Context: an optimization exercise on an open-source flow, tuned for small area and a short achievable clock period. The choices shown serve that exercise and are no tape-out recipe.
Only simulation tests tie the RTL to the original design; equivalence was not proved.
Power figures rest on the tool's default switching activity, not on a simulated workload.

`design.v`:
```
module rdma_sched_rx_buf #(
    parameter int unsigned DATA_W = 64,
    parameter int unsigned DEPTH  = 64,
    parameter int unsigned CNT_W  = 16
) (
    input  logic                     clk,
    input  logic                     rst_n,
    input  logic                     rx_valid,
    input  logic [DATA_W-1:0]        rx_data,
    input  logic                     rx_last,
    output logic                     tx_valid,
    input  logic                     tx_ready,
    output logic [DATA_W-1:0]        tx_data,
    output logic                     tx_last,
    output logic [$clog2(DEPTH):0]   pkt_cnt,
    output logic [CNT_W-1:0]         drop_cnt,
    output logic                     drop_pulse
);
    localparam int unsigned AW = $clog2(DEPTH);
    localparam int unsigned PW = AW + 1;
    logic            drop_mode_q;
    logic [PW-1:0]   wr_ptr_q, wr_commit_q, rd_ptr_q;
    logic [PW-1:0]   pkt_cnt_q;
    logic [CNT_W-1:0] drop_cnt_q;
    logic            drop_pulse_q;
    logic            tx_valid_q;
    logic            full_q;        
    logic            occ0_q;        
    logic            occ1_q;        
    logic [DEPTH-1:0] rsel_q;       
    logic [DATA_W:0] head_q;        
    logic [DATA_W:0] mem_q [DEPTH];
    logic [DATA_W:0] din;
    logic [DATA_W:0] nxt_word;
    logic            fire, acc, wr_en, drop, pkt_inc, pkt_dec;
    assign din        = {rx_last, rx_data};
    assign tx_valid   = tx_valid_q;
    assign tx_data    = head_q[DATA_W-1:0];
    assign tx_last    = head_q[DATA_W];
    assign pkt_cnt    = pkt_cnt_q;
    assign drop_cnt   = drop_cnt_q;
    assign drop_pulse = drop_pulse_q;
    assign fire    = tx_ready & tx_valid_q;
    assign acc     = rx_valid & ~drop_mode_q;
    assign wr_en   = acc & ~full_q;
    assign drop    = acc & full_q;
    assign pkt_inc = wr_en & rx_last;
    assign pkt_dec = fire & head_q[DATA_W];
    logic [DEPTH-1:0] row_we;
    always_comb begin
        for (int i = 0; i < DEPTH; i++) begin
            row_we[i] = ~full_q && (wr_ptr_q[AW-1:0] == AW'(i));
        end
    end
    for (genvar i = 0; i < DEPTH; i++) begin : g_row
        always_ff @(posedge clk) begin
            if (row_we[i]) begin
                mem_q[i] <= din;
            end
        end
    end
    always_comb begin
        nxt_word = '0;
        for (int i = 0; i < DEPTH; i++) begin
            nxt_word = nxt_word | ({(DATA_W+1){rsel_q[i]}} & mem_q[i]);
        end
    end
    always_ff @(posedge clk) begin
        if (fire) begin
            head_q <= occ1_q ? din : nxt_word;
        end else if (occ0_q) begin
            head_q <= din;
        end
    end
    logic [PW-1:0] wr_inc, rd_inc, occ, occc;
    assign wr_inc = wr_ptr_q + PW'(1);
    assign rd_inc = rd_ptr_q + PW'(1);
    assign occ    = wr_ptr_q - rd_ptr_q;
    assign occc   = wr_commit_q - rd_ptr_q;
    logic ne_rc, ne_r1c, ne_rw1, ne_r1w1;
    assign ne_rc   = rd_ptr_q != wr_commit_q;
    assign ne_r1c  = rd_inc   != wr_commit_q;
    assign ne_rw1  = rd_ptr_q != wr_inc;
    assign ne_r1w1 = rd_ptr_q != wr_ptr_q;
    logic o_0, o_1, o_2, o_63, oc_0, oc_1, oc_2, oc_64;
    assign o_0   = occ == PW'(0);
    assign o_1   = occ == PW'(1);
    assign o_2   = occ == PW'(2);
    assign o_63  = occ == PW'(DEPTH-1);
    assign oc_0  = occc == PW'(0);
    assign oc_1  = occc == PW'(1);
    assign oc_2  = occc == PW'(2);
    assign oc_64 = occc == PW'(DEPTH);
    logic [PW-1:0]   wr_ptr_d, wr_commit_d, rd_ptr_d, pkt_cnt_d;
    logic [CNT_W-1:0] drop_cnt_d;
    logic            drop_mode_d, tx_valid_d, full_d, occ0_d, occ1_d;
    logic [DEPTH-1:0] rsel_d;
    always_comb begin
        if (wr_en)      wr_ptr_d = wr_inc;
        else if (drop)  wr_ptr_d = wr_commit_q;
        else            wr_ptr_d = wr_ptr_q;
        wr_commit_d = pkt_inc ? wr_inc : wr_commit_q;
        rd_ptr_d    = fire ? rd_inc : rd_ptr_q;
        rsel_d      = fire ? {rsel_q[DEPTH-2:0], rsel_q[DEPTH-1]} : rsel_q;
        if (pkt_inc) tx_valid_d = fire ? ne_r1w1 : ne_rw1;
        else         tx_valid_d = fire ? ne_r1c  : ne_rc;
        if (wr_en) begin
            full_d = ~fire & o_63;
            occ0_d = 1'b0;
            occ1_d = fire ? o_1 : o_0;
        end else if (drop) begin
            full_d = ~fire & oc_64;
            occ0_d = fire ? oc_1 : oc_0;
            occ1_d = fire ? oc_2 : oc_1;
        end else begin
            full_d = ~fire & full_q;
            occ0_d = fire ? o_1 : o_0;
            occ1_d = fire ? o_2 : o_1;
        end
        drop_mode_d = drop_mode_q ? ~(rx_valid & rx_last) : (drop & ~rx_last);
        if (pkt_inc & ~pkt_dec)      pkt_cnt_d = pkt_cnt_q + PW'(1);
        else if (pkt_dec & ~pkt_inc) pkt_cnt_d = pkt_cnt_q - PW'(1);
        else                         pkt_cnt_d = pkt_cnt_q;
        drop_cnt_d = (drop && drop_cnt_q != {CNT_W{1'b1}}) ? drop_cnt_q + CNT_W'(1) : drop_cnt_q;
    end
    always_ff @(posedge clk or negedge rst_n) begin
        if (!rst_n) begin
            drop_mode_q  <= 1'b0;
            wr_ptr_q     <= '0;
            wr_commit_q  <= '0;
            rd_ptr_q     <= '0;
            pkt_cnt_q    <= '0;
            drop_cnt_q   <= '0;
            drop_pulse_q <= 1'b0;
            tx_valid_q   <= 1'b0;
            full_q       <= 1'b0;
            occ0_q       <= 1'b1;
            occ1_q       <= 1'b0;
            rsel_q       <= DEPTH'(2);
        end else begin
            drop_mode_q  <= drop_mode_d;
            wr_ptr_q     <= wr_ptr_d;
            wr_commit_q  <= wr_commit_d;
            rd_ptr_q     <= rd_ptr_d;
            pkt_cnt_q    <= pkt_cnt_d;
            drop_cnt_q   <= drop_cnt_d;
            drop_pulse_q <= drop;
            tx_valid_q   <= tx_valid_d;
            full_q       <= full_d;
            occ0_q       <= occ0_d;
            occ1_q       <= occ1_d;
            rsel_q       <= rsel_d;
        end
    end
endmodule
```
`run.sh`:
```
#!/bin/bash
# synth_recipe.tcl (not shown) runs the flow's synth.tcl, then flattens the netlist and writes it again
# the make line also repeats each setting of config.mk as NAME=value (left out here)
make -C /OpenROAD-flow-scripts/flow DESIGN_CONFIG=/design/flow/config.mk WORK_HOME=/design/flow/orfs CLKGATE_MAP_FILE= SYNTH_SCRIPT=/design/flow/synth_recipe.tcl finish
```
`config.mk`:
```
export PLATFORM = sky130hd
export DESIGN_NAME = rdma_sched_rx_buf
export DESIGN_NICKNAME = rdma_sched_rx_buf
export VERILOG_FILES = /design/flow/design.v
export SDC_FILE = /design/flow/constraint.sdc
export NUM_CORES = 4
export LEC_CHECK = 0
export CAP_MARGIN = 20
export CORE_MARGIN = 2
export CORE_UTILIZATION = 40
export SLEW_MARGIN = 20
export SYNTH_MEMORY_MAX_BITS = 8192
```
`constraint.sdc`:
```
create_clock -name core_clock -period 5.0 [get_ports {clk}]
set_input_delay 1.0000 -clock core_clock [delete_from_list [all_inputs] [get_ports {clk}]]
set_output_delay 1.0000 -clock core_clock [all_outputs]
set_load 0.01 [all_outputs]
```
==> impl_metrics.csv <==
group,metric,value,unit
setup_path,cp_cell_sequence,"clkdlybuf4s50_1",
power,p_int,61.5,mW
floorplan,fp-row-count,229,
global_route,grt_use_met1,44.8,%
synth,yosysTopAreaCell,"edfxtp_1",
setup_path,worst-r2r-setup-slack,1.49,ns
setup_path,path_max_fanout,1,
synth,ys_types,59,
global_route,grt.busiest_layer,"met2",
power,ir_drop,0.000325,V
final_layout,areaGrowthSynthToFinish,15.7,%
sta,holdWs,0.230,ns
min_path,hold_class,"in2async",
setup_path,r2r-start,"full_q",
sta,timing.final.crit_share,72.4,%
synth,ys_top_cells_by_area,"edfxtp_1, a22oi_1, a221oi_1, a22o_1, dfrtp_1",
clock_network,cts_resized,0,
clock_network,clk_pin_slew,0.06,ns
setup_path,worst_ep_required_time,4.00,ns
synth,syn_area,156000,sq um
synth,synth-seq-cells,4339,
floorplan,core_area,388000,sq um
routing,wire_per_inst,47.6,um
routing,ant_nets,0,
sta,slew_headroom,10.2,%
final_layout,final_net_count,8773,
power,netSwitchingPower,20.6,mW
final_layout,fill_cells,32200,
placed_design,portBuffers,158,
routing,viasPerCell,7.23,
clock_network,cts_made_buffers,417,
final_layout,multi_input_area,24400,sq um
synth,yosysSeqAreaShare,83.4,%
sta,worst_slew_pin_slew,1.35,ns
floorplan,die_h,628,um
run,max_cap_violations,0,
synth,ys.flop_type,"edfxtp_1",
routing,dr_total_vias,103000,
power,combPwrFrac,8.8,%
setup_path,cp_num_buf_inv,1,
floorplan,initial_core_util,40.1,%
global_route,grt_pass1_wl,880,mm
setup_path,critPathTopFamily,"flip-flops",
global_route,track_usage,33.7,%
global_route,antenna_found_initial,79,
clock_network,clk_path_buf_depth,4,
setup_path,r2r_end,"mem_q[34][37]",
floorplan,die-area,394000,sq um
placed_design,place_congestion,0.883,
power,clockPowerShare,38.1,%
setup_path,critPathSlowestCell,"edfxtp_1",
global_route,first_global_vias,92900,
routing,dr.pass1.iters,6,
final_layout,drive_gt1_share,12.8,%
synth,synthDominantCellAreaShare,81.5,%
power,sw_frac_of_total,25.1,%
global_route,grtUsageMet3,11.3,%
placed_design,dp_cells,13400,
final_layout,final_cells,14300,
final_layout,seqCellArea,130000,sq um
routing,drtIter0Drc,25000,
setup_path,max_stage_delay,0.99,ns
synth,synthArstFlopShare,2.63,%
power,p_per_area,456,nW/um^2
global_route,grt_max_degree,70,
setup_path,critical_path_class,"reg2out",
floorplan,io_pins,159,
clock_network,clock-sinks,4339,
routing,wirelength,680,mm
global_route,met2_usage,48.5,%
setup_path,cp-end-kind,"output pin",
clock_network,cts_tree,"yes",
placed_design,place_ws,0.612,ns
setup_path,cp-start-kind,"register",
run_status,run_status,"timing/DRC/antenna clean",
synth,yosysWarnings,2,
synth,syn_area_per_cell,18.9,sq um
floorplan,die_x,628,um
sta,timing.final.crit_period,3.62,ns
synth,synth_edf_count,4225,
synth,synth_most_common_cell,"edfxtp_1",
synth,syn_inst,8243,
sta,grt_setup_unrepaired,"no",
clock_network,clk_latency,0.97,ns
power,total_leakage_power,55.9,nW
sta,setup_violations,0,
synth,synth_nets,8339,
sta,fin_ws,1.38,ns
sta,finalSetupTns,0,ns
power,pwr-share-seq,53.0,%
clock_network,htree_levels,5,
global_route,grt_overflow,0,
sta,drv_slew,0,
clock_network,cts-root-buf,"clkbuf_16",
sta,fmax,0.276,GHz
clock_network,cts_hold_buffers,0,
sta,skew,0.0975,ns
routing,route.detailed.drc,0,
setup_path,arrival,2.62,ns
sta,hold_viol_final,0,
setup_path,timing.reg2reg.worst_path_depth,5,
placed_design,dpl.hpwl,338,mm
clock_network,cts_setup_buffers,0,
synth,synthTopCellsByCount,"edfxtp_1, a22oi_1, a221oi_1",
## flip-flops by register name, indices dropped and copies added (netlist names)
signal / flops
rd_ptr_q: 7
mem_q: 4160
drop_pulse_q: 1
wr_ptr_q: 7
pkt_cnt_q: 7
drop_mode_q: 1
wr_commit_q: 7
occ0_q: 1
tx_valid_q: 1
drop_cnt_q: 16
rsel_q: 64
full_q: 1
occ1_q: 1
head_q: 65
## cell families (layout without fill, tap and decap cells)
logic type,count (synthesis),count (layout),share of synthesized area (%)
AO/OA/AOI/OAI,2242,2242,11.4
XOR/XNOR,48,48,0.275
adder cells (fa/ha/maj),27,27,0.232
buffers and inverters,518,1293,1.25
flip-flops,4339,4339,83.4
multiplexers,4,4,0.0273
other,0,60,0
AND/OR/NAND/NOR,1065,1065,3.41
## power by group through the flow
stage / clock network, mW / logic (mW) / registers, mW
after CTS: 31.2 / 6.83 / 43.5
after global placement: 0 / 6.72 / 44.2
after floorplan: 0 / 2.57 / 44.0
after global routing: 32.5 / 7.19 / 43.6
after detailed placement: 0 / 6.81 / 44.3
final: 31.3 / 7.26 / 43.5
## layer usage
| layer | part of all wire [%] | vias up |
|---|---|---|
| met1 | 32 | 52700 |
| met3 | 18 | 2538 |
| met2 | 42 | 12000 |
| li1 | - | 35900 |
| met5 | 0.030 | - |
| met4 | 7.5 | 30 |
## final cells by class
class	count	area share, %
Sequential cell	4339	72.2
Multi-Input combinational cell	3386	13.6
Clock buffer	502	6.10
Tap cell	5197	3.61
Timing Repair Buffer	514	3.12
Clock inverter	258	1.24
Antenna cell	60	0.0834
Inverter	19	0.0396
## worst max path at each step
stage | to | from | depth (start not counted)
finish | tx_data[49] | head_q[49] | 1
global placement | pkt_cnt_q[5] | rx_valid | 14
CTS | tx_data[49] | head_q[49] | 1
detailed placement | pkt_cnt_q[5] | rx_valid | 14
floorplan | mem_q[48][0] | wr_ptr_q[4] | 4
global route | pkt_cnt_q[5] | rx_valid | 14
## stage by stage
stage	cell area (sq um)	power, mW	util [%]
after detailed placement	166000	51.1	42.9
final	180000	82.1	46.3
after floorplan	156000	46.6	-
after global placement	166000	50.9	42.8
after CTS	180000	81.5	46.3
after global routing	180000	83.3	46.3
## cell usage in the layout (no fill, tap or decap), types with 5 or more instances in the layout
cell type,count
edfxtp_1,4225
a22oi_1,1108
a221oi_1,521
a22o_1,456
clkbuf_16,425
nand4_1,270
nand2_1,250
buf_4,245
nand3_1,215
buf_12,125
clkinv_1,100
clkdlybuf4s50_1,93
nor2_1,89
clkinv_2,86
a21oi_1,84
nor3_1,72
clkbuf_1,72
nor4_1,70
nor2_4,65
dfrtp_4,63
diode_2,60
dfrtp_1,49
buf_2,47
bufinv_16,36
xnor2_1,35
o21ai_0,35
ha_1,24
inv_1,19
clkinvlp_4,16
xor2_1,12
inv_6,8
nor2b_1,7
nand2b_1,6
clkinv_4,6
and3_1,5
o211ai_1,5
clkbuf_8,5

port drivers added, routing unchanged:
The results above use ideal ports. As a check the final layout listed here was re-extracted and re-timed, cells and wires unchanged. Step 1 sets driving cells, clkbuf_16 on the clock port and buf_2 on the other inputs (assumed; they add their load-dependent delay and slew). Step 2, shift: input delay + t, output delay - t, t = (earliest + latest rising clock arrival at the registers) / 2. This alone moves slack from input paths to output paths. Three values: ideal ports, drivers, drivers and shift; two values: the first two.
t, ns: 1.034
setup slack, ns: 1.380 / 1.264 / 0.448
latest minus earliest clock arrival (ns): 0.111 / 0.112
After both steps this run still meets setup and hold. The setup slack of this run moves by -0.116 ns with the drivers and by -0.932 ns with both steps.
